This is an optimization exercise on Yosys and OpenROAD, whose aim is small area, not a production implementation.
RTL that was checked went through simulation tests only; none was proved equivalent to the original.
Function not checked in runs 3 and 4: the RTL went through the layout flow alone.
The flow treats the clock pin as an ideal source, which a real chip does not have.
Power is estimated from default activity; no workload was simulated.

==> design.v <==
package periph_pkg;
   typedef logic [15:0] bus_addr_t;    
   typedef logic [7:0]  bus_data_t;    
   typedef logic [9:0]  ram_addr_t;    
   typedef logic [7:0]  irq_vec_t;     
   typedef logic [3:0]  sel_vec_t;     
   typedef logic [5:0]  match_t;       
   typedef enum logic [1:0] {
      VEC_CALL,     
      VEC_LOW,      
      VEC_HIGH      
   } vec_state_t;
   localparam int SEL_COUNT = 4;          
   localparam int RAM_DEPTH = 1024;       
   localparam bus_data_t CALL_OPCODE = 8'hCD;    
   localparam int VECTOR_STRIDE = 4;             
   localparam logic [2:0] INT_REG_MASK     = 3'd0;
   localparam logic [2:0] INT_REG_STATUS   = 3'd1;   
   localparam logic [2:0] INT_REG_ACTIVE   = 3'd2;
   localparam logic [2:0] INT_REG_POLARITY = 3'd3;
   localparam logic [2:0] INT_REG_EDGE     = 3'd4;
   localparam logic [2:0] INT_REG_BASE     = 3'd5;   
   localparam logic [2:0] SEL_REG_MAIN = 3'd0;
endpackage
`timescale 1ns/1ps
module select_cell (
   input  logic                  clock,
   input  logic                  reset,
   input  periph_pkg::bus_addr_t addr,
   input  periph_pkg::bus_data_t wdata,
   input  logic                  access,    
   input  logic                  write,
   output periph_pkg::bus_data_t rbyte,     
   output logic                  hit
);
   periph_pkg::bus_data_t mask_q, mask_d;
   periph_pkg::match_t    comp_q, comp_d;  
   periph_pkg::match_t    addr_field;      
   logic      is_io;
   logic      enable;
   logic      load_mask, keep_mask;        
   logic      load_comp, keep_comp;
   assign is_io  = mask_q[1];
   assign enable = mask_q[0];
   assign load_mask = access && write && !addr[0] && !reset;
   assign keep_mask = !(access && write && !addr[0]) && !reset;
   assign load_comp = access && write && addr[0] && !reset;
   assign keep_comp = !(access && write && addr[0]) && !reset;
   for (genvar k = 0; k < 8; k++) begin : g_mask
      reg_next u_next (.load(load_mask), .d(wdata[k]), .keep(keep_mask), .q(mask_q[k]),
                       .y(mask_d[k]));
   end
   for (genvar k = 0; k < 6; k++) begin : g_comp
      reg_next u_next (.load(load_comp), .d(wdata[k+2]), .keep(keep_comp), .q(comp_q[k]),
                       .y(comp_d[k]));
   end
   always_ff @(posedge clock) begin
      mask_q <= mask_d;
      comp_q <= comp_d;
   end
   assign rbyte = addr[0] ? {comp_q, 2'b00} : mask_q;
   assign addr_field = is_io ? addr[7:2] : addr[15:10];
   assign hit = enable && ((addr_field & mask_q[7:2]) == comp_q);
endmodule
module reg_next (
   input  logic load,
   input  logic d,
   input  logic keep,
   input  logic q,
   output logic y
);
   assign y = (load & d) | (keep & q);
endmodule
`timescale 1ns/1ps
module select_unit (
   input  logic                  clock,
   input  logic                  reset,
   input  periph_pkg::bus_addr_t addr,
   input  periph_pkg::bus_data_t wdata,
   input  logic                  readio,
   input  logic                  writeio,
   output periph_pkg::bus_data_t rbyte,     
   output periph_pkg::sel_vec_t  sel,
   output logic                  bootstrap
);
   logic [3:0] base_q;         
   logic       window_hit;     
   logic       main_access;
   periph_pkg::bus_data_t  cell_rbyte [periph_pkg::SEL_COUNT];
   periph_pkg::sel_vec_t   cell_hit;
   assign window_hit  = (addr[7:4] == base_q);
   assign main_access = window_hit && (addr[3:1] == periph_pkg::SEL_REG_MAIN);
   logic [3:0] base_d;
   logic       load_main, keep_main;
   assign load_main = writeio && main_access && !reset;
   assign keep_main = !(writeio && main_access) && !reset;
   for (genvar k = 0; k < 4; k++) begin : g_base
      reg_next u_next (.load(load_main), .d(wdata[k+4]), .keep(keep_main), .q(base_q[k]),
                       .y(base_d[k]));
   end
   always_ff @(posedge clock) begin
      base_q <= base_d;
      if (reset) begin
         bootstrap <= 1'b1;    
      end else if (writeio && main_access) begin
         bootstrap <= wdata[0];
      end
   end
   for (genvar i = 0; i < periph_pkg::SEL_COUNT; i++) begin : g_cell
      localparam logic [2:0] SLOT = 3'(i + 1);
      select_cell u_cell (
         .clock  (clock),
         .reset  (reset),
         .addr   (addr),
         .wdata  (wdata),
         .access (window_hit && (addr[3:1] == SLOT)),
         .write  (writeio),
         .rbyte  (cell_rbyte[i]),
         .hit    (cell_hit[i])
      );
   end
   always_comb begin
      rbyte = '0;
      if (readio && window_hit) begin
         case (addr[3:1])
            3'd0:    rbyte = {base_q, 4'b0000};    
            3'd1:    rbyte = cell_rbyte[0];
            3'd2:    rbyte = cell_rbyte[1];
            3'd3:    rbyte = cell_rbyte[2];
            3'd4:    rbyte = cell_rbyte[3];
            default: rbyte = '0;
         endcase
      end
   end
   assign sel = cell_hit | {2'b00, bootstrap, bootstrap};
endmodule
`timescale 1ns/1ps
module int_controller (
   input  logic                  clock,
   input  logic                  reset,
   input  logic [2:0]            reg_addr,
   input  periph_pkg::bus_data_t wdata,
   input  logic                  read,
   input  logic                  write,
   input  logic                  select,
   input  logic                  inta,
   input  periph_pkg::irq_vec_t  irq_lines,
   output periph_pkg::bus_data_t rbyte,     
   output logic                  intr
);
   periph_pkg::irq_vec_t   mask_q;        
   periph_pkg::irq_vec_t   active_q;      
   periph_pkg::irq_vec_t   polarity_q;    
   periph_pkg::irq_vec_t   edge_q;        
   periph_pkg::bus_data_t  vbase_q;       
   periph_pkg::irq_vec_t   irq_prev;      
   periph_pkg::irq_vec_t   trig_q;        
   periph_pkg::irq_vec_t   trig_now;
   periph_pkg::irq_vec_t   rise;
   periph_pkg::irq_vec_t   fall;
   periph_pkg::irq_vec_t   service_bit;   
   logic [2:0] prio_idx;
   periph_pkg::vec_state_t vec_state;
   logic       reg_write;
   assign reg_write = write && select;
   always_ff @(posedge clock) begin
      irq_prev <= irq_lines;    
   end
   assign rise = irq_lines & ~irq_prev;
   assign fall = ~irq_lines & irq_prev;
   assign trig_now = mask_q & ((~(irq_lines ^ polarity_q) & ~edge_q)    
                             | (rise & polarity_q & edge_q)            
                             | (fall & ~polarity_q & edge_q));         
   always_ff @(posedge clock) begin
      if (reset) begin
         trig_q <= '0;
      end else begin
         trig_q <= trig_now;
      end
   end
   assign service_bit = active_q & (~active_q + 8'd1);    
   always_comb begin
      prio_idx = '0;
      for (int i = 8 - 1; i >= 0; i--) begin
         if (active_q[i]) prio_idx = 3'(i);    
      end
   end
   periph_pkg::irq_vec_t   mask_d, polarity_d, edge_d;
   periph_pkg::bus_data_t  vbase_d;
   logic [3:0] load_reg;       
   logic [3:0] keep_reg;
   assign load_reg[0] = reg_write && reg_addr == periph_pkg::INT_REG_MASK && !reset;
   assign load_reg[1] = reg_write && reg_addr == periph_pkg::INT_REG_POLARITY && !reset;
   assign load_reg[2] = reg_write && reg_addr == periph_pkg::INT_REG_EDGE && !reset;
   assign load_reg[3] = reg_write && reg_addr == periph_pkg::INT_REG_BASE && !reset;
   assign keep_reg[0] = !(reg_write && reg_addr == periph_pkg::INT_REG_MASK) && !reset;
   assign keep_reg[1] = !(reg_write && reg_addr == periph_pkg::INT_REG_POLARITY) && !reset;
   assign keep_reg[2] = !(reg_write && reg_addr == periph_pkg::INT_REG_EDGE) && !reset;
   assign keep_reg[3] = !(reg_write && reg_addr == periph_pkg::INT_REG_BASE) && !reset;
   for (genvar k = 0; k < 8; k++) begin : g_reg
      reg_next u_mask (.load(load_reg[0]), .d(wdata[k]), .keep(keep_reg[0]), .q(mask_q[k]),
                       .y(mask_d[k]));
      reg_next u_pol  (.load(load_reg[1]), .d(wdata[k]), .keep(keep_reg[1]), .q(polarity_q[k]),
                       .y(polarity_d[k]));
      reg_next u_edge (.load(load_reg[2]), .d(wdata[k]), .keep(keep_reg[2]), .q(edge_q[k]),
                       .y(edge_d[k]));
      reg_next u_base (.load(load_reg[3]), .d(wdata[k]), .keep(keep_reg[3]), .q(vbase_q[k]),
                       .y(vbase_d[k]));
   end
   always_ff @(posedge clock) begin
      mask_q     <= mask_d;
      polarity_q <= polarity_d;
      edge_q     <= edge_d;
      vbase_q    <= vbase_d;
   end
   always_ff @(posedge clock) begin
      if (reset) begin
         active_q <= '0;
      end else if (reg_write && reg_addr == periph_pkg::INT_REG_ACTIVE) begin
         active_q <= wdata | trig_q;     
      end else if (inta && vec_state == periph_pkg::VEC_HIGH) begin
         active_q <= (active_q & ~service_bit) | trig_q;
      end else begin
         active_q <= active_q | trig_q;
      end
   end
   always_ff @(posedge clock) begin
      if (reset) begin
         vec_state <= periph_pkg::VEC_CALL;
      end else if (inta) begin
         case (vec_state)
            periph_pkg::VEC_CALL: vec_state <= periph_pkg::VEC_LOW;
            periph_pkg::VEC_LOW:  vec_state <= periph_pkg::VEC_HIGH;
            default:  vec_state <= periph_pkg::VEC_CALL;    
         endcase
      end
   end
   always_comb begin
      rbyte = '0;
      if (read && select) begin
         case (reg_addr)
            periph_pkg::INT_REG_MASK:     rbyte = mask_q;
            periph_pkg::INT_REG_STATUS:   rbyte = irq_lines;    
            periph_pkg::INT_REG_ACTIVE:   rbyte = active_q;
            periph_pkg::INT_REG_POLARITY: rbyte = polarity_q;
            periph_pkg::INT_REG_EDGE:     rbyte = edge_q;
            periph_pkg::INT_REG_BASE:     rbyte = vbase_q;
            default:          rbyte = '0;
         endcase
      end else if (inta) begin
         case (vec_state)
            periph_pkg::VEC_CALL: rbyte = periph_pkg::CALL_OPCODE;
            periph_pkg::VEC_LOW:  rbyte = 8'(prio_idx) * 8'(periph_pkg::VECTOR_STRIDE);
            default:  rbyte = vbase_q;
         endcase
      end
   end
   assign intr = |active_q;    
endmodule
`timescale 1ns/1ps
module shadow_ram (
   input  logic                  clock,
   input  periph_pkg::ram_addr_t addr,
   input  periph_pkg::bus_data_t wdata,
   input  logic                  select,
   input  logic                  read,
   input  logic                  write,
   input  logic                  bootstrap,    
   output periph_pkg::bus_data_t rbyte      
);
   localparam int DEPTH = periph_pkg::RAM_DEPTH;
   logic               phase;           
   logic [8*DEPTH-1:0] store;           
   logic [8*DEPTH-1:0] store_d;
   logic [31:0]        row_hit;         
   logic [31:0]        col_hit;         
   logic [DEPTH-1:0]   word_sel;        
   logic [DEPTH-1:0]   word_nsel;
   logic [7:0]         raw;             
   logic [7:0]         wbit;            
   logic               rd_en;
   logic               wr_en;
   assign rd_en = select && read && !bootstrap;
   assign wr_en = select && write;
   always_ff @(posedge clock) begin
      phase <= ~phase;
   end
   always_comb begin
      for (int r = 0; r < 32; r++) row_hit[r] = (addr[9:5] == 5'(r));
      for (int c = 0; c < 32; c++) col_hit[c] = (addr[4:0] == 5'(c));
   end
   for (genvar w = 0; w < DEPTH; w++) begin : g_dec
      ram_nand2 u_nsel (.a(row_hit[w / 32]), .b(col_hit[w % 32]), .y(word_nsel[w]));
      ram_inv   u_sel  (.a(word_nsel[w]), .y(word_sel[w]));
   end
   for (genvar b = 0; b < 8; b++) begin : g_rd
      logic [511:0] l0;    
      logic [127:0] l1;    
      logic [31:0]  l2;    
      logic [7:0]   l3;    
      logic [1:0]   l4;    
      for (genvar i = 0; i < 512; i++) begin : g_l0
         ram_oa22i u_g (.a1(store[16*i+b]),   .a2(word_nsel[2*i]),
                        .b1(store[16*i+8+b]), .b2(word_nsel[2*i+1]), .y(l0[i]));
      end
      for (genvar i = 0; i < 128; i++) begin : g_l1
         ram_or4 u_g (.a(l0[4*i]), .b(l0[4*i+1]), .c(l0[4*i+2]), .d(l0[4*i+3]), .y(l1[i]));
      end
      for (genvar i = 0; i < 32; i++) begin : g_l2
         ram_or4 u_g (.a(l1[4*i]), .b(l1[4*i+1]), .c(l1[4*i+2]), .d(l1[4*i+3]), .y(l2[i]));
      end
      for (genvar i = 0; i < 8; i++) begin : g_l3
         ram_or4 u_g (.a(l2[4*i]), .b(l2[4*i+1]), .c(l2[4*i+2]), .d(l2[4*i+3]), .y(l3[i]));
      end
      for (genvar i = 0; i < 2; i++) begin : g_l4
         ram_or4 u_g (.a(l3[4*i]), .b(l3[4*i+1]), .c(l3[4*i+2]), .d(l3[4*i+3]), .y(l4[i]));
      end
      ram_nor2 u_raw (.a(l4[0]), .b(l4[1]), .y(raw[b]));
   end
   assign wbit = wr_en ? (wdata ^ {8{phase}}) : raw;
   for (genvar w = 0; w < DEPTH; w++) begin : g_word
      for (genvar b = 0; b < 8; b++) begin : g_bit
         ram_oa22i u_hold (.a1(store[8*w+b]), .a2(word_sel[w]),
                           .b1(word_nsel[w]), .b2(wbit[b]), .y(store_d[8*w+b]));
      end
   end
   always_ff @(posedge clock) begin
      store <= store_d;
   end
   assign rbyte = rd_en ? (raw ^ {8{phase}}) : '0;
endmodule
module ram_oa22i (
   input  logic a1,
   input  logic a2,
   input  logic b1,
   input  logic b2,
   output logic y
);
   assign y = ~((a1 | a2) & (b1 | b2));
endmodule
module ram_inv (
   input  logic a,
   output logic y
);
   assign y = ~a;
endmodule
module ram_nand2 (
   input  logic a,
   input  logic b,
   output logic y
);
   assign y = ~(a & b);
endmodule
module ram_nor2 (
   input  logic a,
   input  logic b,
   output logic y
);
   assign y = ~(a | b);
endmodule
module ram_or4 (
   input  logic a,
   input  logic b,
   input  logic c,
   input  logic d,
   output logic y
);
   assign y = a | b | c | d;
endmodule
`timescale 1ns/1ps
module periph_top (
   input  logic                  clock,
   input  logic                  reset,
   input  periph_pkg::bus_addr_t addr,
   input  periph_pkg::bus_data_t wdata,
   input  logic                  readmem,
   input  logic                  writemem,
   input  logic                  readio,
   input  logic                  writeio,
   input  logic                  inta,
   input  periph_pkg::irq_vec_t  irq_lines,
   output periph_pkg::bus_data_t rdata,
   output logic                  intr,
   output periph_pkg::sel_vec_t  sel,
   output logic                  bootstrap
);
   periph_pkg::bus_data_t sel_rdata;    
   periph_pkg::bus_data_t int_rdata;    
   periph_pkg::bus_data_t ram_rdata;    
   select_unit u_select (
      .clock     (clock),
      .reset     (reset),
      .addr      (addr),
      .wdata     (wdata),
      .readio    (readio),
      .writeio   (writeio),
      .rbyte     (sel_rdata),
      .sel       (sel),
      .bootstrap (bootstrap)
   );
   int_controller u_intc (
      .clock     (clock),
      .reset     (reset),
      .reg_addr  (addr[2:0]),
      .wdata     (wdata),
      .read      (readio),
      .write     (writeio),
      .select    (sel[2]),
      .inta      (inta),
      .irq_lines (irq_lines),
      .rbyte     (int_rdata),
      .intr      (intr)
   );
   shadow_ram u_ram (
      .clock     (clock),
      .addr      (addr[9:0]),
      .wdata     (wdata),
      .select    (sel[1]),
      .read      (readmem),
      .write     (writemem),
      .bootstrap (bootstrap),
      .rbyte     (ram_rdata)
   );
   always_ff @(posedge clock) begin
      rdata <= sel_rdata | int_rdata | ram_rdata;
   end
endmodule
==> flow/run.sh <==
#!/bin/bash
# Layout flow: the standard ORFS flow (standard.sh) with these changes:
# - clock tree: small leaf buffers, no dummy loads, slow leaves upsized after
#   CTS, then oversized signal cells shrunk (post_cts.tcl, downsize.tcl);
# - small port buffers.
# Runs in the work folder; the make output goes to flow_make.log there, and
# ORFS keeps each step's own log under orfs/logs.
set -euo pipefail
cd "$(dirname "$0")/.."
here=$(pwd)

cts_args="-sink_clustering_enable -repair_clock_nets -dont_use_dummy_load"
cts_args+=" -sink_clustering_size 10 -sink_clustering_max_diameter 50"
cts_args+=" -buf_list sky130_fd_sc_hd__clkbuf_4"

bash standard.sh \
  "CTS_ARGS=${cts_args}" \
  "POST_CTS_TCL=${here}/flow/post_cts.tcl" \
  "BUFFER_PORTS_ARGS=-buffer_cell sky130_fd_sc_hd__buf_1" \
  finish > flow_make.log 2>&1
==> flow/downsize.tcl <==
# Greedy downsizing after clock tree synthesis: timing-driven placement and
# repair leave many buffers and gates larger than they need to be. Each
# signal cell with setup slack to spare (largest first) is stepped down to
# smaller sizes of its own function while, with the parasitics estimated
# again after each step, every pin it touches stays under 80% of the slew
# limit and the setup slack stays above a margin (the routed slack comes out
# up to about 0.7 ns below this placement estimate). Clock tree cells and
# registers are left alone. A time budget bounds the run.
proc ds_pin_slew {pin} {
  set s 0.0
  foreach e {rise fall} {
    set v [get_property $pin slew_max_$e]
    if {$v > $s} { set s $v }
  }
  return $s
}
proc ds_ok {inst slew_lim slack_min} {
  if {[sta::worst_slack_cmd max] < $slack_min * 1e-9} { return 0 }
  foreach out [get_pins -of_objects $inst -filter "direction==output"] {
    if {[get_property $out slack_max] < $slack_min} { return 0 }
    foreach p [get_pins -of_objects [get_nets -of_objects $out]] {
      if {[ds_pin_slew $p] > $slew_lim} { return 0 }
    }
  }
  foreach p [get_pins -of_objects $inst -filter "direction==input"] {
    if {[ds_pin_slew $p] > $slew_lim} { return 0 }
  }
  return 1
}
set slew_lim [expr {1.5 * 0.8}]
set slack_min 1.0
set budget_s 2400
set t_start [clock seconds]

# sizes of each function in the library
set ds_family [dict create]
foreach cell [get_lib_cells */sky130_fd_sc_hd__*] {
  set n [get_name $cell]
  if {![regexp {^(sky130_fd_sc_hd__[a-z0-9]+)_([0-9]+)$} $n -> base size]} { continue }
  if {[string match "*lpflow*" $n] || [string match "*probe*" $n]} { continue }
  dict lappend ds_family $base [list $n [get_property $cell area]]
}

estimate_parasitics -placement
set a0 [rsz::design_area]
set work {}
foreach inst [get_cells -hierarchical *] {
  set ref [get_property $inst ref_name]
  if {![regexp {^(sky130_fd_sc_hd__[a-z0-9]+)_([0-9]+)$} $ref -> base size]} { continue }
  if {[string match "sky130_fd_sc_hd__df*" $ref] || [string match "sky130_fd_sc_hd__clk*" $ref]} { continue }
  if {![dict exists $ds_family $base]} { continue }
  set area [get_property [get_lib_cells */$ref] area]
  set smaller {}
  foreach e [lsort -index 1 -real -decreasing [dict get $ds_family $base]] {
    if {[lindex $e 1] < $area - 0.01} { lappend smaller [lindex $e 0] }
  }
  if {![llength $smaller]} { continue }
  set slack 1e9
  foreach out [get_pins -of_objects $inst -filter "direction==output"] {
    set s [get_property $out slack_max]
    if {$s < $slack} { set slack $s }
  }
  if {$slack < $slack_min + 0.2} { continue }
  lappend work [list [get_full_name $inst] $ref $smaller $area]
}
set changed 0
set tries 0
foreach w [lsort -index 3 -real -decreasing $work] {
  if {[clock seconds] - $t_start > $budget_s} { break }
  lassign $w name ref smaller
  set inst [get_cells $name]
  set room 1
  foreach out [get_pins -of_objects $inst -filter "direction==output"] {
    if {[get_property $out slack_max] < $slack_min + 0.15} { set room 0 }
  }
  if {!$room} { continue }
  set best $ref
  foreach try $smaller {
    replace_cell $name $try
    estimate_parasitics -placement
    incr tries
    if {[ds_ok $inst $slew_lim $slack_min]} {
      set best $try
    } else {
      break
    }
  }
  if {$best ne [get_property $inst ref_name]} {
    replace_cell $name $best
    estimate_parasitics -placement
  }
  if {$best ne $ref} { incr changed }
}
puts "downsize: resized $changed of [llength $work] cells in $tries tries, [expr {[clock seconds] - $t_start}] s, area [format %.1f [expr {([rsz::design_area] - $a0) * 1e12}]] um2, worst slack [format %.3f [expr {[sta::worst_slack_cmd max] * 1e9}]] ns"
==> flow/post_cts.tcl <==
estimate_parasitics -placement
set upsized 0
set seen [dict create]
foreach pin [all_registers -clock_pins -edge_triggered] {
  set slew 0.0
  foreach edge {rise fall} {
    foreach analysis {min max} {
      set v [get_property $pin slew_${analysis}_$edge]
      if {$v > $slew} { set slew $v }
    }
  }
  if {$slew <= 0.110} { continue }
  foreach drv [get_pins -of_objects [get_nets -of_objects $pin] -filter "direction==output"] {
    set inst [get_cells -of_objects $drv]
    set name [get_full_name $inst]
    if {[dict exists $seen $name]} { continue }
    dict set seen $name 1
    if {[get_property $inst ref_name] eq "sky130_fd_sc_hd__clkbuf_4"} {
      replace_cell $name sky130_fd_sc_hd__clkbuf_8
      incr upsized
    }
  }
}
puts "post_cts: upsized $upsized clock leaf buffers"
if {$upsized > 0} {
  detailed_placement
  check_placement
  estimate_parasitics -placement
}

# then shrink the signal cells that placement and repair left oversized
source [file join [file dirname [info script]] downsize.tcl]
# any capacitance limit the smaller drivers now miss is repaired here
estimate_parasitics -placement
repair_design -slew_margin 10 -cap_margin 10
detailed_placement
check_placement
==> standard.sh <==
#!/bin/bash
# synth_recipe.tcl (not shown) runs the flow's synth.tcl, then flattens the netlist and writes it again
# the make line also repeats each setting of config.mk as NAME=value (left out here)
make -C /OpenROAD-flow-scripts/flow DESIGN_CONFIG=/design/flow/config.mk WORK_HOME=/design/flow/orfs CLKGATE_MAP_FILE= SYNTH_SCRIPT=/design/flow/synth_recipe.tcl "${@:-finish}"
==> config.mk <==
export PLATFORM = sky130hd
export DESIGN_NAME = periph_top
export DESIGN_NICKNAME = periph_top
export VERILOG_FILES = /design/flow/design.v
export SDC_FILE = /design/flow/constraint.sdc
export NUM_CORES = 8
export LEC_CHECK = 0
export CAP_MARGIN = 10
export CORE_MARGIN = 2
export CORE_UTILIZATION = 50
export PLACE_DENSITY = 0.6
export SLEW_MARGIN = 10
export SYNTH_HIERARCHICAL = 1
export SYNTH_MINIMUM_KEEP_SIZE = 0
==> constraint.sdc <==
create_clock -name core_clock -period 10.0 [get_ports {clock}]
set_input_delay 2.0000 -clock core_clock [delete_from_list [all_inputs] [get_ports {clock}]]
set_output_delay 2.0000 -clock core_clock [all_outputs]
set_load 0.01 [all_outputs]
==> results.yml, run 1 <==
setup_path:
  r2r-end: "u_ram.store[954]$_DFF_P_"
  worstPathMaxFanout: 42
  cp.buffers_inverters: 6
  cp-start-kind: "input pin"
  critPathCaptureType: "register"
  cp_slowest_cell: "buf_2"
  cp.required_ns: 11.67
  path_cells: "buf_1, nand3b_1, nor2_1, buf_2, buf_2, nand2_1, o22ai_1, or4_1, or4_1, or4_1, or4_1, nor2_1, a21oi_1, a21oi_4, buf_1, buf_2, buf_2, o22ai_1"
  cpLargestDelayFamily: "simple AND/OR/NAND/NOR gates"
  path_class: "input pin to register"
  crit_cells: 18
  endpoint: "u_ram.store[954]$_DFF_P_"
  reg2regPathDepth: 12
  crit_arrival_ns: 11.19
  r2r_slack_ns: 2.79
  startpoint: "addr[3]"
  slowest_delay_ns: 0.97
  r2r_start: "u_ram.store[1626]$_DFF_P_"
timing:
  fin_crit_ns: 9.52
  rsz0062_at_grt: "false"
  finalSetupViolations: 0
  fin_skew_ns: 0.238
  relSlewSlack_pct: 6.44
  max_freq_ghz: 0.105
  setup_tns_ns: 0
  drv_slew: 0
  hold_viol_final: 0
  tightestPinTransition_ns: 1.40
  min_period_over_period_pct: 95.2
clock_tree:
  clk_latency_ns: 1.94
  cts_tree: "built"
  clock_sinks: 8320
  clkTransAtPathRegs_ns: 0.09
power:
  power_switching_w: 0.0146
  p_clk_share_pct: 27.3
  p_int_w: 0.0400
  p_sw_share_pct: 26.7
  powerDensity_mw_per_mm2: 192
  leakagePower_nw: 121
  combPwrFrac_pct: 9.0
  pwr-share-seq_pct: 63.7
  vdd_ir_drop_max_uv: 114
global_routing:
  grt_first_pass_wirelength_um: 1330000
  grt_pass1_vias: 207124
  grt_max_degree: 109
  grt-ovfl-total: 0
  track_usage_pct: 31.3
  antenna_found_initial: 84
synthesis:
  synth_edf_count: 0
  yosysWarnings: 12
  netlist_instances: 24687
  synthArstFlopShare_pct: 0
  synth_area_per_cell_um2: 10.8
  syn-num-nets: 24726
  synth.distinct_cells: 60
  synth_seq_area_share_pct: 62.6
  synth-main-ff-cell: "dfxtp_1"
  syn_area_mm2: 0.266
  ys_ff_latch: 8320
cells_and_area:
  nNetsFinal: 26055
  largest_reg_flops: 8192
  fill_cells: 48185
  postLayoutCoreUtil_pct: 53.8
  area_growth_pct: 7.07
  largest_register: "u_ram.store"
  drive_above_1_share_pct: 5.08
  reg.largest.list: "u_ram.store x8192, u_select.g_cell.u_cell.mask_q x32, u_select.g_cell.u_cell.comp_q x24"
floorplanning:
  coreArea_mm2: 0.529
  start_util_pct: 50.3
  die_y_um: 733
  fp-row-count: 267
  dieArea_mm2: 0.538
  die_x_um: 733
  ios: 53
route:
  avgRoutedWirePerCell_um: 27.2
  finalWirelength_um: 900000
  viasPerCell: 6.94
  route.vias.total: 229650
  drtIter0Drc: 24799
  drcViolationCount: 0
  drtAntennaViolNets: 0
  first_pass_iters: 8
flow_run:
  maxCapViolations: 0
worst_hold_path:
  min_path_type: "input pin to register"
placed_design:
  dp_hpwl_um: 572000
  port_buffers: 52
  gp_congestion: 0.864
run_status:
  outcome: "timing/DRC/antenna clean"
==> cell usage in the layout (no fill, tap or decap), types with 8 or more instances in the layout <==
master    netlist  final
nand3b_1        9      9
nor2_2          2     27
o22ai_1     12295  12295
a22oi_1        14     14
nand3_1         9      9
nor3_1         22     22
or4_1        1362   1362
dfxtp_1      8320   8320
mux2_2         27     31
xnor2_1        34     35
inv_1        1052   1052
buf_2           9     93
buf_4           6    173
nor2_4          0     26
nand2_1      1057   1054
and2_1          8      8
a31oi_1         8      8
or3_1          14     14
o21ai_0        25     25
clkbuf_4        0    857
a21oi_1        45     41
nor2b_1        16     16
mux2i_1        23     23
buf_6           6     18
buf_1           1    155
nor2_1        109     58
and3_1          5      9
a22o_1         92     92
clkbuf_8        0     61
diode_2         0     78
==> cell type report <==
| cell class | count | area [um^2] | share of cell area [%] |
|---|---|---|---|
| clock buffers | 918 | 7270 | 2.55 |
| flip-flops and latches | 8320 | 167000 | 58.5 |
| well taps | 6994 | 8750 | 3.07 |
| multi-input cells | 15277 | 95400 | 33.5 |
| diodes | 78 | 195 | 0.0685 |
| inverters | 1052 | 3950 | 1.39 |
| repair buffers | 447 | 2630 | 0.923 |
==> modules after synthesis, one instance, submodules excluded <==
module / cells inside / flip-flops and latches
int_controller: 237 / 58
ram_inv: 1 / 0
ram_nand2: 1 / 0
ram_nor2: 1 / 0
ram_oa22i: 1 / 0
ram_or4: 1 / 0
select_cell: 56 / 14
select_unit: 79 / 5
periph_top: 16 / 8
reg_next: 1 / 0
shadow_ram: 8335 / 8193
==> layer usage <==
layer	part of all wire [%]	up-vias	wire length (um)	track usage, %
met5	0.036	-	327	0
met4	3.7	42	32900	10.9
met3	7.5	1597	67400	4.56
met2	44	8893	398000	47.6
met1	45	113593	401000	45.5
li1	-	105525	-	-
==> metrics by stage <==
stage               setup WS (ns)  hold slack (ns)  std cells  total power, W  cell area, um^2
detailed placement          0.115            0.437      32090          0.0409           280000
global route                0.560            0.248      33033          0.0566           285000
floorplan                   -8.47            0.422      24687          0.0389           266000
finish                      0.480            0.288      33086          0.0547           285000
global placement            0.105            0.429      32090          0.0407           280000
==> Yosys cell counts, types with 3 or more instances <==
| cell | number | share of area (%) |
|---|---|---|
| nor2b_1 | 16 | 0.038 |
| o22ai_1 | 12295 | 29 |
| nand3_1 | 9 | 0.017 |
| or4b_4 | 4 | 0.021 |
| clkbuf_1 | 15 | 0.021 |
| o211ai_1 | 3 | 0.0085 |
| buf_2 | 9 | 0.017 |
| or3_1 | 14 | 0.033 |
| a22o_1 | 92 | 0.30 |
| or3b_4 | 6 | 0.025 |
| mux2i_1 | 23 | 0.087 |
| or4_1 | 1362 | 3.8 |
| o21ai_0 | 25 | 0.047 |
| a2111oi_0 | 7 | 0.023 |
| o31a_1 | 3 | 0.0099 |
| a21oi_1 | 45 | 0.085 |
| a22oi_1 | 14 | 0.040 |
| xor2_1 | 7 | 0.023 |
| nor3b_1 | 6 | 0.017 |
| a31oi_1 | 8 | 0.019 |
| and3_4 | 4 | 0.017 |
| dfxtp_1 | 8320 | 63 |
| mux2_2 | 27 | 0.11 |
| buf_6 | 6 | 0.025 |
| nor2_1 | 109 | 0.15 |
| or2_2 | 4 | 0.0094 |
| mux2_1 | 7 | 0.030 |
| nand3b_1 | 9 | 0.025 |
| o2111ai_1 | 5 | 0.016 |
| xnor2_1 | 34 | 0.11 |
| and3_1 | 5 | 0.012 |
| inv_1 | 1052 | 1.5 |
| nor3_1 | 22 | 0.041 |
| nand2b_1 | 7 | 0.016 |
| a211oi_1 | 6 | 0.017 |
| and2_1 | 8 | 0.019 |
| nor4_2 | 5 | 0.024 |
| mux2_4 | 4 | 0.023 |
| buf_4 | 6 | 0.017 |
| nand2_1 | 1057 | 1.5 |
==> power by group through the flow <==
stage | clock [W] | sequential (W) | combinational, W
6_report | 0.0149 | 0.0348 | 0.00493
5_1_grt | 0.0165 | 0.0349 | 0.00514
3_5_place_dp | 0 | 0.0355 | 0.00534
3_3_place_gp | 0 | 0.0355 | 0.00523
2_1_floorplan | 0 | 0.0355 | 0.00344
==> worst min-delay path by stage <==
stage	start	end	slack [ns]	cells past startpoint
6_report	irq_lines[2]	u_intc.irq_prev[2]$_DFF_P_	0.29	1
5_1_grt	irq_lines[4]	u_intc.irq_prev[4]$_DFF_P_	0.25	1
3_3_place_gp	u_ram.store[2215]$_DFF_P_	u_ram.store[2215]$_DFF_P_	0.43	1
2_1_floorplan	u_ram.store[1000]$_DFF_P_	u_ram.store[1000]$_DFF_P_	0.42	1
3_5_place_dp	u_ram.store[5697]$_DFF_P_	u_ram.store[5697]$_DFF_P_	0.44	1
==> cells by family after synthesis <==
logic type | after synthesis | synth area share (%)
buf+inv | 1090 | 1.57
compound gates | 12513 | 29.5
flops | 8320 | 62.6
xor+xnor | 42 | 0.141
simple gates | 2657 | 5.84
mux | 65 | 0.290
==> run 2: changes to the inputs <==
--- a/flow/downsize.tcl
+++ b/flow/downsize.tcl
@@ -4,8 +4,9 @@
 # smaller sizes of its own function while, with the parasitics estimated
 # again after each step, every pin it touches stays under 80% of the slew
 # limit and the setup slack stays above a margin (the routed slack comes out
-# up to about 0.7 ns below this placement estimate). Clock tree cells and
-# registers are left alone. A time budget bounds the run.
+# about 1 ns below this placement estimate). Clock tree cells and registers
+# are left alone. A fixed number of tries bounds the run (and keeps it
+# repeatable).
 proc ds_pin_slew {pin} {
   set s 0.0
   foreach e {rise fall} {
@@ -28,8 +29,8 @@
   return 1
 }
 set slew_lim [expr {1.5 * 0.8}]
-set slack_min 1.0
-set budget_s 2400
+set slack_min 1.3
+set max_tries 1100
 set t_start [clock seconds]
 
 # sizes of each function in the library
@@ -66,7 +67,7 @@
 set changed 0
 set tries 0
 foreach w [lsort -index 3 -real -decreasing $work] {
-  if {[clock seconds] - $t_start > $budget_s} { break }
+  if {$tries >= $max_tries} { break }
   lassign $w name ref smaller
   set inst [get_cells $name]
   set room 1
==> results.yml, run 2 <==
synthesis:
  synth_common_cells: "12295 x o22ai_1, 8320 x dfxtp_1, 1362 x or4_1"
  synth_top_area_share_pct: 62.6
  netlist_instances: 24687
  synth_seq_area_share_pct: 62.6
  synth.most_common_cell: "o22ai_1"
  synth_area_leader_cell: "dfxtp_1"
  synthArstFlopShare_pct: 0
  synth_area_per_cell_um2: 10.8
  synth-main-ff-cell: "dfxtp_1"
  syn_area_mm2: 0.266
  synth.distinct_cells: 60
  syn-num-nets: 24726
  ys_ff_latch: 8320
  synth_area_leaders: "dfxtp_1 63%, o22ai_1 29%, or4_1 3.8%"
  yosysWarnings: 12
  synth_edf_count: 0
setup_path:
  cp-start-kind: "input pin"
  cp.required_ns: 11.62
  path_class: "input pin to register"
  startpoint: "addr[3]"
  crit_top_cell: "or4_1"
  cpLargestDelayFamily: "simple AND/OR/NAND/NOR gates"
  crit_arrival_ns: 10.77
  critPathCaptureType: "register"
  cp.buffers_inverters: 6
  slowest_delay_ns: 0.98
  cp_slowest_cell: "or4_1"
  worstPathMaxFanout: 19
  r2r_start: "u_ram.store[1626]$_DFF_P_"
  path_cells: "buf_1, nand3b_1, nor2_1, buf_2, buf_2, nand2_1, o22ai_1, or4_1, or4_1, or4_1, or4_1, nor2_1, a21oi_1, a21oi_4, buf_12, buf_2, buf_1, o22ai_1"
floorplanning:
  dieArea_mm2: 0.538
  fp-row-count: 267
  start_util_pct: 50.3
  ios: 53
  die_y_um: 733
  coreArea_mm2: 0.529
  die_x_um: 733
timing:
  hold_viol_final: 0
  max_freq_ghz: 0.109
  setup_ws_ns: 0.842
  tightestPinTransition_ns: 1.38
  finalSetupViolations: 0
  fin_crit_ns: 9.16
  rsz0062_at_grt: "false"
  drv_slew: 0
  fin_skew_ns: 0.218
  relSlewSlack_pct: 7.76
  min_period_over_period_pct: 91.6
  setup_tns_ns: 0
cells_and_area:
  nNetsFinal: 26055
  multi_input_area_mm2: 0.0954
  reg.largest.list: "u_ram.store x8192, u_select.g_cell.u_cell.mask_q x32, u_select.g_cell.u_cell.comp_q x24"
  final_common_cell: "o22ai_1"
  largest_register: "u_ram.store"
  drive_above_1_share_pct: 5.06
  final_cell_mix: "12295 x o22ai_1, 8320 x dfxtp_1, 1362 x or4_1, 1054 x nand2_1, 1052 x inv_1"
  seq_area_mm2: 0.167
  area_growth_pct: 7.07
  largest_reg_flops: 8192
  stdcell_count: 33088
  postLayoutCellArea_mm2: 0.285
  fill_cells: 48200
route:
  dr_wl_met3_um: 68800
  route.vias.total: 229754
  avgRoutedWirePerCell_um: 27.2
  finalWirelength_um: 899000
  drcViolationCount: 0
  drtAntennaViolNets: 0
  first_pass_iters: 6
  routed-wl-met2_um: 398000
  drt-met1-wl_um: 400000
  drtIter0Drc: 25129
  highest_layer: "met5"
  viasPerCell: 6.94
global_routing:
  grt_first_pass_wirelength_um: 1330000
  grt_pass1_vias: 207106
  antenna_found_initial: 81
  track_usage_pct: 31.3
  grt-ovfl-total: 0
  grt_max_degree: 109
power:
  powerDensity_mw_per_mm2: 192
  leakagePower_nw: 121
  vdd_ir_drop_max_uv: 115
worst_hold_path:
  min_path_type: "input pin to register"
  min_from: "irq_lines[4]"
placed_design:
  place_ws_ns: 0.115
  dp_hpwl_um: 572000
  place_area_mm2: 0.280
  port_buffers: 52
  gp_congestion: 0.864
  placedCellCount: 32090
clock_tree:
  clkTransAtPathRegs_ns: 0.11
  clock_sinks: 8320
  cts_tree: "built"
  clk_latency_ns: 1.92
flow_run:
  maxCapViolations: 0
run_status:
  outcome: "timing/DRC/antenna clean"
run 2: cell counts after synthesis:
Identical to the previous run, type by type.
run 2: cell families after synthesis:
group	Yosys count	synth area share (%)
AO/OA/AOI/OAI	12513	29.5
flip-flops	8320	62.6
AND/OR/NAND/NOR	2657	5.84
buffers and inverters	1090	1.57
multiplexers	65	0.290
XOR/XNOR	42	0.141
run 2: final cells by class:
cell class / instances / share of cell area [%]
clock buffers: 918 / 2.55
repair buffers: 447 / 0.914
well taps: 6994 / 3.07
inverters: 1052 / 1.39
multi-input cells: 15277 / 33.5
diodes: 80 / 0.0703
flip-flops and latches: 8320 / 58.5
run 2: per-stage QoR:
step	utilization [%]	power [W]	hold WS, ns
finish	53.8	0.0547	0.305
global route	53.8	0.0566	0.248
detailed placement	52.9	0.0409	0.437
global placement	52.9	0.0407	0.429
floorplan	-	0.0389	0.422
run 2: modules after synthesis, one instance, submodules excluded:
module / area, um^2 / cells
select_cell: 589 / 56
ram_inv: 3.75 / 1
periph_top: 210 / 16
ram_oa22i: 6.26 / 1
shadow_ram: 165000 / 8335
ram_nand2: 3.75 / 1
ram_nor2: 3.75 / 1
int_controller: 2380 / 237
select_unit: 624 / 79
ram_or4: 7.51 / 1
reg_next: 8.76 / 1
run 2: report_power, final:
| group | internal, W | switching, W |
|---|---|---|
| Clock | 0.00444 | 0.0105 |
| Combinational | 0.00137 | 0.00357 |
| Sequential | 0.0342 | 0.000569 |
| Total | 0.0400 | 0.0146 |
run 2: final timing paths:
kind	to	slack, ns	cells past startpoint
min reg2reg	u_ram.store[4414]$_DFF_P_	0.44	1
min	u_intc.irq_prev[4]$_DFF_P_	0.30	1
max	u_ram.store[4071]$_DFF_P_	0.84	18
max reg2reg	u_ram.store[954]$_DFF_P_	3.20	12
run 2: layer usage:
layer  GRT usage [%]  up-vias
li1                -   105581
met3            4.56     1614
met1            45.5   113440
met2            47.6     9085
met4            11.0       34
met5               0        -
==> run 3: changes to the inputs <==
--- a/design.v
+++ b/design.v
@@ -33,44 +33,29 @@
    output periph_pkg::bus_data_t rbyte,     
    output logic                  hit
 );
-   periph_pkg::bus_data_t mask_q, mask_d;
-   periph_pkg::match_t    comp_q, comp_d;  
-   periph_pkg::match_t    addr_field;      
+   periph_pkg::bus_data_t mask_q;
+   periph_pkg::match_t    comp_q;      
+   periph_pkg::match_t    addr_field;  
    logic      is_io;
    logic      enable;
-   logic      load_mask, keep_mask;        
-   logic      load_comp, keep_comp;
    assign is_io  = mask_q[1];
    assign enable = mask_q[0];
-   assign load_mask = access && write && !addr[0] && !reset;
-   assign keep_mask = !(access && write && !addr[0]) && !reset;
-   assign load_comp = access && write && addr[0] && !reset;
-   assign keep_comp = !(access && write && addr[0]) && !reset;
-   for (genvar k = 0; k < 8; k++) begin : g_mask
-      reg_next u_next (.load(load_mask), .d(wdata[k]), .keep(keep_mask), .q(mask_q[k]),
-                       .y(mask_d[k]));
-   end
-   for (genvar k = 0; k < 6; k++) begin : g_comp
-      reg_next u_next (.load(load_comp), .d(wdata[k+2]), .keep(keep_comp), .q(comp_q[k]),
-                       .y(comp_d[k]));
-   end
    always_ff @(posedge clock) begin
-      mask_q <= mask_d;
-      comp_q <= comp_d;
+      if (reset) begin
+         mask_q <= '0;    
+         comp_q <= '0;
+      end else if (access && write) begin
+         if (addr[0]) begin
+            comp_q <= wdata[7:2];
+         end else begin
+            mask_q <= wdata;
+         end
+      end
    end
    assign rbyte = addr[0] ? {comp_q, 2'b00} : mask_q;
    assign addr_field = is_io ? addr[7:2] : addr[15:10];
    assign hit = enable && ((addr_field & mask_q[7:2]) == comp_q);
 endmodule
-module reg_next (
-   input  logic load,
-   input  logic d,
-   input  logic keep,
-   input  logic q,
-   output logic y
-);
-   assign y = (load & d) | (keep & q);
-endmodule
 `timescale 1ns/1ps
 module select_unit (
    input  logic                  clock,
@@ -90,19 +75,12 @@
    periph_pkg::sel_vec_t   cell_hit;
    assign window_hit  = (addr[7:4] == base_q);
    assign main_access = window_hit && (addr[3:1] == periph_pkg::SEL_REG_MAIN);
-   logic [3:0] base_d;
-   logic       load_main, keep_main;
-   assign load_main = writeio && main_access && !reset;
-   assign keep_main = !(writeio && main_access) && !reset;
-   for (genvar k = 0; k < 4; k++) begin : g_base
-      reg_next u_next (.load(load_main), .d(wdata[k+4]), .keep(keep_main), .q(base_q[k]),
-                       .y(base_d[k]));
-   end
    always_ff @(posedge clock) begin
-      base_q <= base_d;
       if (reset) begin
+         base_q    <= '0;      
          bootstrap <= 1'b1;    
       end else if (writeio && main_access) begin
+         base_q    <= wdata[7:4];   
          bootstrap <= wdata[0];
       end
    end
@@ -185,33 +163,21 @@
          if (active_q[i]) prio_idx = 3'(i);    
       end
    end
-   periph_pkg::irq_vec_t   mask_d, polarity_d, edge_d;
-   periph_pkg::bus_data_t  vbase_d;
-   logic [3:0] load_reg;       
-   logic [3:0] keep_reg;
-   assign load_reg[0] = reg_write && reg_addr == periph_pkg::INT_REG_MASK && !reset;
-   assign load_reg[1] = reg_write && reg_addr == periph_pkg::INT_REG_POLARITY && !reset;
-   assign load_reg[2] = reg_write && reg_addr == periph_pkg::INT_REG_EDGE && !reset;
-   assign load_reg[3] = reg_write && reg_addr == periph_pkg::INT_REG_BASE && !reset;
-   assign keep_reg[0] = !(reg_write && reg_addr == periph_pkg::INT_REG_MASK) && !reset;
-   assign keep_reg[1] = !(reg_write && reg_addr == periph_pkg::INT_REG_POLARITY) && !reset;
-   assign keep_reg[2] = !(reg_write && reg_addr == periph_pkg::INT_REG_EDGE) && !reset;
-   assign keep_reg[3] = !(reg_write && reg_addr == periph_pkg::INT_REG_BASE) && !reset;
-   for (genvar k = 0; k < 8; k++) begin : g_reg
-      reg_next u_mask (.load(load_reg[0]), .d(wdata[k]), .keep(keep_reg[0]), .q(mask_q[k]),
-                       .y(mask_d[k]));
-      reg_next u_pol  (.load(load_reg[1]), .d(wdata[k]), .keep(keep_reg[1]), .q(polarity_q[k]),
-                       .y(polarity_d[k]));
-      reg_next u_edge (.load(load_reg[2]), .d(wdata[k]), .keep(keep_reg[2]), .q(edge_q[k]),
-                       .y(edge_d[k]));
-      reg_next u_base (.load(load_reg[3]), .d(wdata[k]), .keep(keep_reg[3]), .q(vbase_q[k]),
-                       .y(vbase_d[k]));
-   end
-   always_ff @(posedge clock) begin
-      mask_q     <= mask_d;
-      polarity_q <= polarity_d;
-      edge_q     <= edge_d;
-      vbase_q    <= vbase_d;
+   always_ff @(posedge clock) begin
+      if (reset) begin
+         mask_q     <= '0;
+         polarity_q <= '0;
+         edge_q     <= '0;
+         vbase_q    <= '0;
+      end else if (reg_write) begin
+         case (reg_addr)
+            periph_pkg::INT_REG_MASK:     mask_q     <= wdata;
+            periph_pkg::INT_REG_POLARITY: polarity_q <= wdata;
+            periph_pkg::INT_REG_EDGE:     edge_q     <= wdata;
+            periph_pkg::INT_REG_BASE:     vbase_q    <= wdata;
+            default: ;    
+         endcase
+      end
    end
    always_ff @(posedge clock) begin
       if (reset) begin
==> run.sh (new file) <==
#!/bin/bash
# synth_recipe.tcl (not shown) runs the flow's synth.tcl, then flattens the netlist and writes it again
# the make line also repeats each setting of config.mk as NAME=value (left out here)
make -C /OpenROAD-flow-scripts/flow DESIGN_CONFIG=/design/flow/config.mk WORK_HOME=/design/flow/orfs CLKGATE_MAP_FILE= SYNTH_SCRIPT=/design/flow/synth_recipe.tcl finish
--- a/config.mk
+++ b/config.mk
@@ -8,6 +8,9 @@
 export CAP_MARGIN = 10
 export CORE_MARGIN = 2
 export CORE_UTILIZATION = 50
+export CTS_BUF_LIST = sky130_fd_sc_hd__clkbuf_4
+export CTS_CLUSTER_DIAMETER = 50
+export CTS_CLUSTER_SIZE = 10
 export PLACE_DENSITY = 0.6
 export SLEW_MARGIN = 10
 export SYNTH_HIERARCHICAL = 1
removed: flow/run.sh
removed: flow/downsize.tcl
removed: flow/post_cts.tcl
removed: standard.sh
==> results.yml, run 3 <==
setup_path:
  cp.required_ns: 11.60
  path_class: "input pin to register"
  reg2regPathDepth: 11
  r2r_slack_ns: 4.34
  critPathCaptureType: "register"
  crit_arrival_ns: 9.98
  worstPathMaxFanout: 41
  r2r_start: "u_ram.store[82]$_DFF_P_"
  r2r-end: "u_ram.store[2202]$_DFF_P_"
  cp-start-kind: "input pin"
worst_hold_path:
  whs_path_depth: 1
  min_path_type: "register to register"
  min_from: "u_ram.store[2688]$_DFF_P_"
  min_to: "u_ram.store[2688]$_DFF_P_"
floorplanning:
  start_util_pct: 50.1
  dieArea_mm2: 0.539
  die_x_um: 734
  die_y_um: 734
  coreArea_mm2: 0.532
  fp-row-count: 268
  ios: 53
cells_and_area:
  area_growth_pct: 9.56
  stdcell_count: 33590
  drive_above_1_share_pct: 6.72
  postLayoutCoreUtil_pct: 54.9
  final_cell_mix: "12298 x o22ai_1, 8320 x dfxtp_1, 1360 x or4_1, 1065 x nand2_1, 1050 x inv_1"
  largest_reg_flops: 8192
  reg.largest.list: "u_ram.store x8192, u_select.g_cell.u_cell.mask_q x32, u_select.g_cell.u_cell.comp_q x24"
  final_common_cell: "o22ai_1"
  nNetsFinal: 26325
  largest_register: "u_ram.store"
  postLayoutCellArea_mm2: 0.292
clock_tree:
  clk_latency_ns: 1.91
  clkTransAtPathRegs_ns: 0.09
  clockBufferDepth: 4
  cts_resized: 0
  cts_tree: "built"
  hold_buffers: 0
  cts-root-buf: "clkbuf_4"
  cts_setup_buffers: 0
  clock_sinks: 8320
  cts_max_level: 6
  numCtsBuffers: 920
timing:
  rsz0062_at_grt: "false"
  holdWs_ns: 0.446
  setup_tns_ns: 0
  min_period_over_period_pct: 83.8
  drv_slew: 0
  relSlewSlack_pct: 14.7
  finalSetupViolations: 0
  max_freq_ghz: 0.119
  tightestPinTransition_ns: 1.28
  hold_viol_final: 0
  fin_crit_ns: 8.38
  fin_skew_ns: 0.189
route:
  drcViolationCount: 0
  route.vias.total: 232616
  finalWirelength_um: 913000
  drtAntennaViolNets: 0
  drtIter0Drc: 26599
  avgRoutedWirePerCell_um: 27.2
  viasPerCell: 6.93
  first_pass_iters: 8
power:
  vdd_ir_drop_max_uv: 159
  leakagePower_nw: 125
  powerDensity_mw_per_mm2: 193
placed_design:
  port_buffers: 52
  place_area_mm2: 0.283
  dp_hpwl_um: 593000
  gp_congestion: 0.870
  placedCellCount: 32384
synthesis:
  ys_ff_latch: 8320
  yosysWarnings: 12
  synth_edf_count: 0
  synth_top_area_share_pct: 62.5
  synth_area_per_cell_um2: 10.7
  synth.most_common_cell: "o22ai_1"
  synth_area_leader_cell: "dfxtp_1"
  synth.distinct_cells: 54
  synth_common_cells: "12298 x o22ai_1, 8320 x dfxtp_1, 1360 x or4_1"
  synth_area_leaders: "dfxtp_1 63%, o22ai_1 29%, or4_1 3.8%"
  netlist_instances: 24781
  synth-main-ff-cell: "dfxtp_1"
  synthArstFlopShare_pct: 0
  syn_area_mm2: 0.266
  synth_seq_area_share_pct: 62.5
  syn-num-nets: 24820
global_routing:
  antenna_found_initial: 107
  grt_first_pass_wirelength_um: 1340000
  track_usage_pct: 31.8
  grt_pass1_vias: 208916
  grt_max_degree: 101
  grt-ovfl-total: 0
flow_run:
  maxCapViolations: 0
run_status:
  outcome: "timing/DRC/antenna clean"
[run 3: changes by cell type in the layout (fill, tap and decap cells not counted), sizes merged, moves of 13 or more]
cell,delta
a22o,-91
buf,+149
bufinv,+13
clkbuf,+44
clkdlybuf4s50,+46
clkinv,+43
clkinvlp,+15
diode,+66
inv,+20
mux2i,+81
nor2,+68
[run 3: cells by family after synthesis]
logic type / share of synthesized area [%]
muxes: 0.623
xor gates and xnor gates: 0.132
AOI/OAI and AO/OA: 29.2
DFF: 62.5
buffers and inverters: 1.58
and+or+nand+nor: 5.96
[run 3: worst max-delay path: stages]
cell	delay [ns]
clkdlybuf4s50_1	0.87
or2_2	0.60
nor2_2	0.17
buf_4	0.32
nand2_1	0.85
o22ai_1	0.17
or4_1	0.63
or4_1	0.70
or4_1	1.06
or4_1	0.89
nor2_1	0.22
a21oi_1	0.09
a21oi_4	0.46
buf_12	0.32
buf_12	0.30
o22ai_1	0.11
[run 3: power breakdown]
group	leakage (nW)	internal [W]	switching, W
clock	4.85	0.00482	0.0107
sequential	75.7	0.0342	0.000570
combinational	44.4	0.00213	0.00379
[run 3: worst max path at each step]
stage | from | endpoint | slack [ns] | cells after the start
global placement | addr[5] | u_ram.store[4578]$_DFF_P_ | 0.04 | 16
detailed placement | addr[5] | u_ram.store[4578]$_DFF_P_ | 0.006 | 16
CTS | addr[5] | u_ram.store[2202]$_DFF_P_ | 1.98 | 16
floorplan | addr[4] | u_ram.store[2777]$_DFF_P_ | -8.47 | 13
finish | addr[5] | u_ram.store[2202]$_DFF_P_ | 1.62 | 16
global route | addr[5] | u_ram.store[2202]$_DFF_P_ | 1.74 | 16
[run 3: cell type report]
class | instances | area, um^2
Clock buffer | 967 | 7260
Multi-Input combinational cell | 15357 | 96000
Fill cell | 47395 | 240000
Clock inverter | 93 | 872
Sequential cell | 8320 | 167000
Antenna cell | 146 | 365
Inverter | 1050 | 3940
Timing Repair Buffer | 637 | 8010
Tap cell | 7020 | 8780
[run 3: through the flow]
step | total power [W] | worst slack (ns)
after detailed placement | 0.0414 | 0.00605
after floorplan | 0.0389 | -8.47
after CTS | 0.0565 | 1.98
after global placement | 0.0412 | 0.0412
after global routing | 0.0582 | 1.74
final | 0.0563 | 1.62
[run 3: layer usage]
layer / GRT usage, % / up-vias / share of wire [%]
met5: 0 / - / 0.026
met4: 11.9 / 36 / 3.8
met3: 5.06 / 1669 / 7.8
met2: 47.9 / 9524 / 44
met1: 46.0 / 115003 / 44
li1: - / 106384 / -
[run 3: per-module statistics from Yosys, one instance, submodules excluded]
module          cells inside  times used  area [um^2]  flip-flops and latches
shadow_ram              8335           1       165000                    8193
int_controller           310           1         2800                      58
select_cell               82           4          767                      14
select_unit               88           1          714                       5
periph_top                16           1          210                       8
ram_or4                    1        1360         7.51                       0
ram_oa22i                  1       12288         6.26                       0
ram_inv                    1        1024         3.75                       0
ram_nand2                  1        1024         3.75                       0
ram_nor2                   1           8         3.75                       0
==> run 4: changes to the inputs <==
--- a/design.v
+++ b/design.v
@@ -235,17 +235,17 @@
    output periph_pkg::bus_data_t rbyte      
 );
    localparam int DEPTH = periph_pkg::RAM_DEPTH;
-   logic               phase;           
+   logic              phase;            
    logic [8*DEPTH-1:0] store;           
    logic [8*DEPTH-1:0] store_d;
-   logic [31:0]        row_hit;         
-   logic [31:0]        col_hit;         
-   logic [DEPTH-1:0]   word_sel;        
-   logic [DEPTH-1:0]   word_nsel;
-   logic [7:0]         raw;             
-   logic [7:0]         wbit;            
-   logic               rd_en;
-   logic               wr_en;
+   logic [31:0]       row_hit, row_miss;
+   logic [31:0]       col_hit, col_miss;
+   logic [DEPTH-1:0]  word_sel;         
+   logic [DEPTH-1:0]  word_nsel;
+   logic [7:0]        raw;              
+   logic [7:0]        wbit;             
+   logic              rd_en;
+   logic              wr_en;
    assign rd_en = select && read && !bootstrap;
    assign wr_en = select && write;
    always_ff @(posedge clock) begin
@@ -255,9 +255,11 @@
       for (int r = 0; r < 32; r++) row_hit[r] = (addr[9:5] == 5'(r));
       for (int c = 0; c < 32; c++) col_hit[c] = (addr[4:0] == 5'(c));
    end
+   assign row_miss = ~row_hit;
+   assign col_miss = ~col_hit;
    for (genvar w = 0; w < DEPTH; w++) begin : g_dec
-      ram_nand2 u_nsel (.a(row_hit[w / 32]), .b(col_hit[w % 32]), .y(word_nsel[w]));
-      ram_inv   u_sel  (.a(word_nsel[w]), .y(word_sel[w]));
+      ram_nand2 u_nsel (.a(row_hit[w / 32]),  .b(col_hit[w % 32]),  .y(word_nsel[w]));
+      ram_nor2  u_sel  (.a(row_miss[w / 32]), .b(col_miss[w % 32]), .y(word_sel[w]));
    end
    for (genvar b = 0; b < 8; b++) begin : g_rd
       logic [511:0] l0;    
@@ -266,26 +268,26 @@
       logic [7:0]   l3;    
       logic [1:0]   l4;    
       for (genvar i = 0; i < 512; i++) begin : g_l0
-         ram_oa22i u_g (.a1(store[16*i+b]),   .a2(word_nsel[2*i]),
+         ram_oa22i u_g (.a1(store[16*i+b]), .a2(word_nsel[2*i]),
                         .b1(store[16*i+8+b]), .b2(word_nsel[2*i+1]), .y(l0[i]));
       end
       for (genvar i = 0; i < 128; i++) begin : g_l1
-         ram_or4 u_g (.a(l0[4*i]), .b(l0[4*i+1]), .c(l0[4*i+2]), .d(l0[4*i+3]), .y(l1[i]));
+         ram_nor4 u_g (.a(l0[4*i]), .b(l0[4*i+1]), .c(l0[4*i+2]), .d(l0[4*i+3]), .y(l1[i]));
       end
       for (genvar i = 0; i < 32; i++) begin : g_l2
-         ram_or4 u_g (.a(l1[4*i]), .b(l1[4*i+1]), .c(l1[4*i+2]), .d(l1[4*i+3]), .y(l2[i]));
+         ram_nand4 u_g (.a(l1[4*i]), .b(l1[4*i+1]), .c(l1[4*i+2]), .d(l1[4*i+3]), .y(l2[i]));
       end
       for (genvar i = 0; i < 8; i++) begin : g_l3
-         ram_or4 u_g (.a(l2[4*i]), .b(l2[4*i+1]), .c(l2[4*i+2]), .d(l2[4*i+3]), .y(l3[i]));
+         ram_nor4 u_g (.a(l2[4*i]), .b(l2[4*i+1]), .c(l2[4*i+2]), .d(l2[4*i+3]), .y(l3[i]));
       end
       for (genvar i = 0; i < 2; i++) begin : g_l4
-         ram_or4 u_g (.a(l3[4*i]), .b(l3[4*i+1]), .c(l3[4*i+2]), .d(l3[4*i+3]), .y(l4[i]));
+         ram_nand4 u_g (.a(l3[4*i]), .b(l3[4*i+1]), .c(l3[4*i+2]), .d(l3[4*i+3]), .y(l4[i]));
       end
-      ram_nor2 u_raw (.a(l4[0]), .b(l4[1]), .y(raw[b]));
+      assign raw[b] = ~(l4[0] | l4[1]);
    end
    assign wbit = wr_en ? (wdata ^ {8{phase}}) : raw;
-   for (genvar w = 0; w < DEPTH; w++) begin : g_word
-      for (genvar b = 0; b < 8; b++) begin : g_bit
+   for (genvar b = 0; b < 8; b++) begin : g_bit
+      for (genvar w = 0; w < DEPTH; w++) begin : g_word
          ram_oa22i u_hold (.a1(store[8*w+b]), .a2(word_sel[w]),
                            .b1(word_nsel[w]), .b2(wbit[b]), .y(store_d[8*w+b]));
       end
@@ -304,12 +306,6 @@
 );
    assign y = ~((a1 | a2) & (b1 | b2));
 endmodule
-module ram_inv (
-   input  logic a,
-   output logic y
-);
-   assign y = ~a;
-endmodule
 module ram_nand2 (
    input  logic a,
    input  logic b,
@@ -324,14 +320,23 @@
 );
    assign y = ~(a | b);
 endmodule
-module ram_or4 (
+module ram_nand4 (
+   input  logic a,
+   input  logic b,
+   input  logic c,
+   input  logic d,
+   output logic y
+);
+   assign y = ~(a & b & c & d);
+endmodule
+module ram_nor4 (
    input  logic a,
    input  logic b,
    input  logic c,
    input  logic d,
    output logic y
 );
-   assign y = a | b | c | d;
+   assign y = ~(a | b | c | d);
 endmodule
 `timescale 1ns/1ps
 module periph_top (
==> config.mk (replaced) <==
export PLATFORM = sky130hd
export DESIGN_NAME = periph_top
export DESIGN_NICKNAME = periph_top
export VERILOG_FILES = /design/flow/design.v
export SDC_FILE = /design/flow/constraint.sdc
export NUM_CORES = 8
export LEC_CHECK = 0
export CAP_MARGIN = 20
export CORE_MARGIN = 2
export CORE_UTILIZATION = 50
export PLACE_DENSITY = 0.6
export SLEW_MARGIN = 20
export SYNTH_HIERARCHICAL = 1
export SYNTH_MEMORY_MAX_BITS = 16384
export SYNTH_MINIMUM_KEEP_SIZE = 0
==> results.yml, run 4 <==
placed_design:
  dp_hpwl_um: 659000
  place_ws_ns: 0.110
  place_area_mm2: 0.289
  gp_congestion: 0.927
  placedCellCount: 32692
  port_buffers: 52
power:
  vdd_ir_drop_max_uv: 207
  leakagePower_nw: 119
  powerDensity_mw_per_mm2: 229
timing:
  rsz0062_at_grt: "false"
  hold_viol_final: 0
  fin_skew_ns: 0.0708
  holdWs_ns: 0.441
  fin_crit_ns: 9.22
  tightestPinTransition_ns: 1.30
  max_freq_ghz: 0.108
  finalSetupViolations: 0
  relSlewSlack_pct: 13.0
  drv_slew: 0
  min_period_over_period_pct: 92.2
  setup_ws_ns: 0.778
  setup_tns_ns: 0
floorplanning:
  start_util_pct: 50.2
  fp-row-count: 270
  dieArea_mm2: 0.550
  die_y_um: 741
  ios: 53
  die_x_um: 741
  coreArea_mm2: 0.541
synthesis:
  synth_seq_area_share_pct: 61.3
  synth_edf_count: 0
  netlist_instances: 24880
  synth_area_per_cell_um2: 10.9
  synth-main-ff-cell: "dfxtp_1"
  ys_ff_latch: 8320
  synthArstFlopShare_pct: 0
  synth_top_area_share_pct: 61.3
  synth.most_common_cell: "o22ai_1"
  synth_area_leaders: "dfxtp_1 61%, o22ai_1 28%, nor4_2 5.0%"
  syn_area_mm2: 0.272
  syn-num-nets: 24919
  synth_common_cells: "12298 x o22ai_1, 8320 x dfxtp_1, 1187 x nor2_1"
  synth.distinct_cells: 54
  synth_area_leader_cell: "dfxtp_1"
  yosysWarnings: 12
global_routing:
  track_usage_pct: 36.1
  grt-ovfl-total: 0
  grt_max_degree: 103
  grt_first_pass_wirelength_um: 1510000
  antenna_found_initial: 94
  grt_pass1_vias: 219257
route:
  route.vias.total: 244920
  drtIter0Drc: 30436
  drcViolationCount: 0
  avgRoutedWirePerCell_um: 30.8
  first_pass_iters: 8
  viasPerCell: 7.14
  finalWirelength_um: 1050000
  drtAntennaViolNets: 0
cells_and_area:
  nNetsFinal: 26339
  postLayoutCellArea_mm2: 0.317
  drive_above_1_share_pct: 11.9
  stdcell_count: 34286
  final_common_cell: "o22ai_1"
  fill_cells: 45755
  reg.largest.list: "u_ram.store x8192, u_select.g_cell.u_cell.mask_q x32, u_select.g_cell.u_cell.comp_q x24"
  seq_area_mm2: 0.167
  largest_reg_flops: 8192
  multi_input_area_mm2: 0.106
  final_cell_mix: "12298 x o22ai_1, 8320 x dfxtp_1, 1122 x nor2_1, 1099 x nand2_1, 1084 x nor4_2"
  largest_register: "u_ram.store"
  area_growth_pct: 16.7
clock_tree:
  clock_sinks: 8320
  clockBufferDepth: 4
  clkTransAtPathRegs_ns: 0.06
  hold_buffers: 0
  cts_resized: 0
  cts_tree: "built"
  cts_setup_buffers: 0
  cts-root-buf: "clkbuf_16"
  cts_max_level: 6
  numCtsBuffers: 813
  clk_latency_ns: 1.19
setup_path:
  crit_arrival_ns: 10.20
  worstPathMaxFanout: 47
  path_class: "input pin to register"
  critPathCaptureType: "register"
  cp-start-kind: "input pin"
  cp.required_ns: 10.98
flow_run:
  maxCapViolations: 0
worst_hold_path:
  min_path_type: "register to register"
run_status:
  outcome: "timing/DRC/antenna clean"
## run 4: cell type report
class	instances	share of cell area (%)
inverters	26	0.0308
clock buffers	1227	7.68
diodes	88	0.0694
multi-input cells	16469	33.3
repair buffers	670	2.49
flip-flops and latches	8320	52.5
well taps	7208	2.84
clock inverters	278	1.06
## run 4: cells by family (layout without fill, tap and decap cells)
| family | Yosys count | in the layout | synth area share [%] |
|---|---|---|---|
| XOR/XNOR | 32 | 32 | 0.103 |
| flip-flops | 8320 | 8320 | 61.3 |
| buffers and inverters | 91 | 2201 | 0.155 |
| AND/OR/NAND/NOR | 3845 | 3845 | 9.27 |
| multiplexers | 151 | 151 | 0.611 |
| other | 0 | 88 | 0 |
| AO/OA/AOI/OAI | 12441 | 12441 | 28.6 |
## run 4: worst paths after layout
kind                            depth (start not counted)                        end                       from  slack (ns)
worst max-delay path                                   16  u_ram.store[3562]$_DFF_P_                    addr[4]        0.78
worst min-delay path                                    1  u_ram.store[2506]$_DFF_P_  u_ram.store[2506]$_DFF_P_        0.44
worst max register to register                         11  u_ram.store[3562]$_DFF_P_   u_ram.store[594]$_DFF_P_        4.23
worst min register to register                          1  u_ram.store[2506]$_DFF_P_  u_ram.store[2506]$_DFF_P_        0.44
## run 4: worst max-delay path: stages
cell,delay [ns]
clkdlybuf4s50_1,0.81
nand2b_1,0.74
nor2_4,0.25
buf_12,0.31
nand2_1,0.60
o22ai_1,0.20
nor4_2,0.56
nand4_1,1.07
nor4_2,1.02
buf_4,0.23
nand4_1,0.52
a211o_1,0.53
o21ai_4,0.11
buf_12,0.21
buf_4,0.50
o22ai_1,0.17
## run 4: Yosys stat by module, one instance, submodules excluded
module          cell area, um^2  flip-flops and latches  cells inside
ram_nor2                   3.75                       0             1
select_cell                 767                      14            82
periph_top                  210                       8            16
ram_nor4                   12.5                       0             1
shadow_ram               165000                    8193          8442
ram_nand2                  3.75                       0             1
ram_oa22i                  6.26                       0             1
int_controller             2800                      58           310
ram_nand4                  6.26                       0             1
select_unit                 714                       5            88
## run 4: through the flow
stage	util, %	power, W
6_report	58.6	0.0727
5_1_grt	58.6	0.0745
4_1_cts	58.6	0.0727
3_5_place_dp	53.5	0.0416
3_3_place_gp	53.4	0.0415
2_1_floorplan	-	0.0391
## run 4: per-layer routing
metal  vias up  part of all wire [%]  global-route usage, %
met5         -                 0.031                      0
met4        50                   5.8                   19.7
met3      2485                    10                   8.02
met2     12861                    43                   53.4
met1    121581                    41                   49.1
li1     107943                     -                      -
## run 4: report_power, final
part           switching [W]  total [W]  internal, W
combinational        0.00397    0.00605      0.00208
sequential          0.000634     0.0350       0.0344
clock                 0.0133     0.0317       0.0184
total                 0.0179     0.0727       0.0548

[separate check: timing with driven ports]
How much do the figures lean on ideal ports? The routed layouts below were timed once more, with nothing changed but the port constraints. Step 1: set_driving_cell puts a clkbuf_16 on clock and a buf_2 on each other input, an assumption about the parent block. Step 2, shift: input delay + t, output delay - t, t = (earliest + latest rising clock arrival at the registers) / 2. This alone moves slack from input paths to output paths. a / b / c = ideal ports / drivers / drivers and shift; a / b = the first two.
run	shift t [ns]	slack for setup (ns)	latest minus earliest clock arrival (ns)	worst data-port slew with drivers (ns)	cell pins on the clock port's net
run 1	1.938	0.480 / 0.566 / -1.372	0.238 / 0.239	0.25	1
run 2	1.932	0.842 / 0.925 / -1.007	0.218 / 0.218	0.25	1
run 3	1.941	1.618 / 1.562 / -0.378	0.189 / 0.189	0.26	1
run 4	1.272	0.778 / 0.865 / -0.408	0.071 / 0.071	0.19	1
With both steps, setup timing fails in every run listed, where it was met with ideal ports. For run 3, which loses most, drivers alone change the setup slack by -0.056 ns; drivers and shift together by -1.996 ns.
